Context: an optimization exercise on an open-source flow, tuned for small area, a short achievable clock period and few clock cycles per item. The choices shown serve that exercise and are no tape-out recipe.
Only simulation tests tie the RTL to the original design; equivalence was not proved.
Power is estimated from default activity; no workload was simulated.

==> flow/design.v <==
`default_nettype none
package stlm_pkg;
  localparam int LIST_DEPTH_DEF  = 32;
  localparam int VALUE_WIDTH_DEF = 32;
  localparam int ITEM_W          = 32;
  localparam logic [1:0] ACT_LOAD_A = 2'd0;
  localparam logic [1:0] ACT_LOAD_B = 2'd1;
  localparam logic [1:0] ACT_MERGE  = 2'd2;
  localparam logic [1:0] ST_SUCCESS  = 2'd0;
  localparam logic [1:0] ST_UNSORTED = 2'd1;
  localparam logic [1:0] ST_EMPTY    = 2'd2;
  localparam logic [1:0] ST_OVERFLOW = 2'd3;
endpackage
`default_nettype wire
`default_nettype none
module sorted_two_list_merge_top (
  input  wire logic         clk,
  input  wire logic         rst,
  input  wire logic         in_valid,
  output      logic         in_ready,
  input  wire logic [1:0]   action,
  input  wire logic [31:0]  item_value,
  output      logic         out_valid,
  input  wire logic         out_ready,
  output      logic [31:0]  merged_value,
  output      logic [1:0]   status,
  output      logic         last
);
  localparam int D = stlm_pkg::LIST_DEPTH_DEF;
  logic        mv, sv;           
  logic [1:0]  mact, sact;
  logic signed [31:0] mval;
  logic [31:0] sval;
  logic        consume;
  logic        m_free;
  assign in_ready = !sv;
  assign m_free   = !mv || consume;
  always_ff @(posedge clk) begin
    if (rst) begin
      mv <= 1'b0;
      sv <= 1'b0;
    end else if (m_free) begin
      mv <= sv || in_valid;
      sv <= 1'b0;
    end else begin
      sv <= sv || in_valid;
    end
  end
  always_ff @(posedge clk) begin
    if (!sv) begin
      sact <= action;
      sval <= item_value;
    end
    if (m_free) begin
      mact <= sv ? sact : action;
      mval <= sv ? sval : item_value;
    end
  end
  logic [31:0] mem_a [D];
  logic [31:0] mem_b [D];
  logic [4:0]  wp_a, wp_b;       
  logic [D-1:0] hp_a, hp_b;      
  logic [5:0]  occ_a, occ_b;     
  logic signed [31:0] rd_a, rd_b;  
  logic [5:0]  ln_a, ln_b;       
  logic        uns_a, uns_b;     
  logic signed [31:0] tl_a, tl_b;   
  always_comb begin
    rd_a = '0;
    rd_b = '0;
    for (int i = 0; i < D; i++) begin
      rd_a = rd_a | (mem_a[i] & {32{hp_a[i]}});
      rd_b = rd_b | (mem_b[i] & {32{hp_b[i]}});
    end
  end
  logic        j0v, j1v;
  logic [1:0]  j0st, j1st;
  logic [5:0]  ra, rb;           
  logic [5:0]  j1a, j1b;
  logic        go;               
  logic        emit;             
  logic        j0_merge;
  logic        take_a;
  logic        pop_a, pop_b;
  logic        e_last;
  logic        done;
  logic [31:0] e_val;
  logic [6:0]  rsum;
  assign j0_merge = (j0st == stlm_pkg::ST_SUCCESS);
  assign emit     = j0v && go;
  assign take_a   = (ra != '0) && ((rb == '0) || (rd_a < rd_b));
  assign pop_a    = emit && j0_merge && take_a;
  assign pop_b    = emit && j0_merge && !take_a;
  assign rsum     = {1'b0, ra} + {1'b0, rb};
  assign e_last   = !j0_merge || (rsum == 7'd1);
  assign done     = emit && e_last;
  assign e_val    = !j0_merge ? 32'd0 : (take_a ? rd_a : rd_b);
  logic cmd_m;
  logic full_a, full_b;
  logic push_a, push_b, enq;
  logic [1:0] enq_st;
  logic drop;                    
  logic qfree;                   
  assign cmd_m  = mv && (mact == stlm_pkg::ACT_MERGE);
  assign full_a = ln_a[5];
  assign full_b = ln_b[5];
  assign qfree  = !j1v || done;
  always_comb begin
    consume = 1'b0;
    push_a  = 1'b0;
    push_b  = 1'b0;
    enq     = 1'b0;
    enq_st  = stlm_pkg::ST_SUCCESS;
    drop    = 1'b0;
    if (mv) begin
      case (mact)
        stlm_pkg::ACT_LOAD_A: begin
          if (full_a) begin
            consume = qfree;
            enq     = qfree;
            enq_st  = stlm_pkg::ST_OVERFLOW;
          end else begin
            consume = !occ_a[5];
            push_a  = !occ_a[5];
          end
        end
        stlm_pkg::ACT_LOAD_B: begin
          if (full_b) begin
            consume = qfree;
            enq     = qfree;
            enq_st  = stlm_pkg::ST_OVERFLOW;
          end else begin
            consume = !occ_b[5];
            push_b  = !occ_b[5];
          end
        end
        stlm_pkg::ACT_MERGE: begin
          consume = qfree;
          enq     = qfree;
          if ((ln_a == '0) || (ln_b == '0)) begin
            enq_st = stlm_pkg::ST_EMPTY;
            drop   = qfree;
          end else if (uns_a || uns_b) begin
            enq_st = stlm_pkg::ST_UNSORTED;
            drop   = qfree;
          end
        end
        default: consume = 1'b1;
      endcase
    end
  end
  always_ff @(posedge clk) begin
    if (rst) begin
      j0v <= 1'b0;
      j1v <= 1'b0;
    end else begin
      if (!j0v || done) begin
        j0v <= j1v || enq;
        j1v <= j1v && enq;
      end else if (enq) begin
        j1v <= 1'b1;
      end
    end
  end
  logic [5:0] ra_dec, rb_dec;
  assign ra_dec = ra - 6'd1;
  assign rb_dec = rb - 6'd1;
  always_ff @(posedge clk) begin
    if (enq) begin
      j1st <= enq_st;
      j1a  <= ln_a;
      j1b  <= ln_b;
    end
    if (!j0v || done) begin
      if (j1v) begin
        j0st <= j1st;
        ra   <= j1a;
        rb   <= j1b;
      end else begin
        j0st <= enq_st;
        ra   <= ln_a;
        rb   <= ln_b;
      end
    end else begin
      if (pop_a) ra <= ra_dec;
      if (pop_b) rb <= rb_dec;
    end
  end
  always_ff @(posedge clk) begin
    if (push_a) mem_a[wp_a] <= mval;
    if (push_b) mem_b[wp_b] <= mval;
  end
  logic [5:0] occ_a_np, occ_b_np;
  logic [5:0] occ_a_pp, occ_b_pp;
  always_comb begin
    if (drop) begin
      occ_a_np = occ_a - ln_a;
      occ_b_np = occ_b - ln_b;
      occ_a_pp = occ_a - ln_a - 6'd1;
      occ_b_pp = occ_b - ln_b - 6'd1;
    end else begin
      occ_a_np = occ_a + {5'd0, push_a};
      occ_b_np = occ_b + {5'd0, push_b};
      occ_a_pp = occ_a + {5'd0, push_a} - 6'd1;
      occ_b_pp = occ_b + {5'd0, push_b} - 6'd1;
    end
  end
  always_ff @(posedge clk) begin
    if (rst) begin
      wp_a  <= '0;
      wp_b  <= '0;
      hp_a  <= D'(1);
      hp_b  <= D'(1);
      occ_a <= '0;
      occ_b <= '0;
      ln_a  <= '0;
      ln_b  <= '0;
      uns_a <= 1'b0;
      uns_b <= 1'b0;
    end else begin
      if (pop_a) hp_a <= {hp_a[D-2:0], hp_a[D-1]};
      if (pop_b) hp_b <= {hp_b[D-2:0], hp_b[D-1]};
      occ_a <= pop_a ? occ_a_pp : occ_a_np;
      occ_b <= pop_b ? occ_b_pp : occ_b_np;
      if (drop) begin
        wp_a <= wp_a - ln_a[4:0];
        wp_b <= wp_b - ln_b[4:0];
      end else begin
        if (push_a) wp_a <= wp_a + 5'd1;
        if (push_b) wp_b <= wp_b + 5'd1;
      end
      if (cmd_m && consume) begin
        ln_a  <= '0;
        ln_b  <= '0;
        uns_a <= 1'b0;
        uns_b <= 1'b0;
      end else begin
        if (push_a) begin
          ln_a <= ln_a + 6'd1;
          if ((ln_a != '0) && (mval < tl_a)) uns_a <= 1'b1;
        end
        if (push_b) begin
          ln_b <= ln_b + 6'd1;
          if ((ln_b != '0) && (mval < tl_b)) uns_b <= 1'b1;
        end
      end
    end
  end
  always_ff @(posedge clk) begin
    if (push_a) tl_a <= mval;
    if (push_b) tl_b <= mval;
  end
  logic        skv;
  logic [34:0] skd;
  logic        o_free;
  assign go     = !skv;
  assign o_free = !out_valid || out_ready;
  always_ff @(posedge clk) begin
    if (rst) begin
      out_valid <= 1'b0;
      skv       <= 1'b0;
    end else if (o_free) begin
      out_valid <= skv || emit;
      skv       <= 1'b0;
    end else begin
      skv       <= skv || emit;
    end
  end
  always_ff @(posedge clk) begin
    if (!skv) skd <= {j0st, e_last, e_val};
    if (o_free) {status, last, merged_value} <= skv ? skd : {j0st, e_last, e_val};
  end
endmodule
`default_nettype wire
Settings: LEC_CHECK=0, CAP_MARGIN=20, CORE_MARGIN=2, CORE_UTILIZATION=40, SLEW_MARGIN=20; clock period 8.0 ns.
run.sh (not shown) runs the stock make flow with config.mk's settings and CLKGATE_MAP_FILE= SYNTH_SCRIPT=/design/flow/synth_recipe.tcl, a recipe that flattens the netlist after the stock synthesis.
The starting point completed with no timing, DRC or antenna violations.
Testbench counts at the start, summed over its fixed seeds: cycles 4,343, items 3,618.
Rerun with:
- ABC_CLOCK_PERIOD_IN_PS: default -> 3000
- SETUP_SLACK_MARGIN: default -> 5
- critical path depth went up by 2
- clock skew came out higher by 0.022 ns
- wire length went up by 9.8%
- sequential power hardly moves
- design area went up by 7.4%
- cell count increases by 3.6%
- worst hold slack gets better by 0.018 ns
- via count went up by 5.7%
- non-clock buffer count increases by 297
- register-to-register slack gains 1.4 ns
- sequential share of layout area is lower by 4.7 points

## separate check: timing with driven ports
No port has a modelled driver above. Below, the same layouts with a new extraction and two added sets of constraints.
Step 1 (the two cells are an assumption about what drives the block):
set clk [get_ports {clk}]
set_driving_cell -lib_cell sky130_fd_sc_hd__clkbuf_16 $clk
set_driving_cell -lib_cell sky130_fd_sc_hd__buf_2 [delete_from_list [all_inputs] $clk]
Step 2, shift: input delay + t, output delay - t, t = (earliest + latest rising clock arrival at the registers) / 2. This alone moves slack from input paths to output paths.
Three values: no drivers, after step 1, after step 2; two values: the first two.
| run | shift t [ns] | setup slack, ns | hold WS [ns] | clock arrival spread, ns | slew at the worst register clock pin (ns) |
|---|---|---|---|---|---|
| the first run | 0.939 | 2.233 / 2.233 / 2.233 | 0.453 / 0.453 / 0.453 | 0.038 / 0.037 | 0.07 / 0.07 |
| the second run | 0.956 | 3.677 / 3.677 / 3.677 | 0.471 / 0.471 / 0.471 | 0.060 / 0.060 | 0.07 / 0.07 |
After both steps every run listed still meets setup and hold.
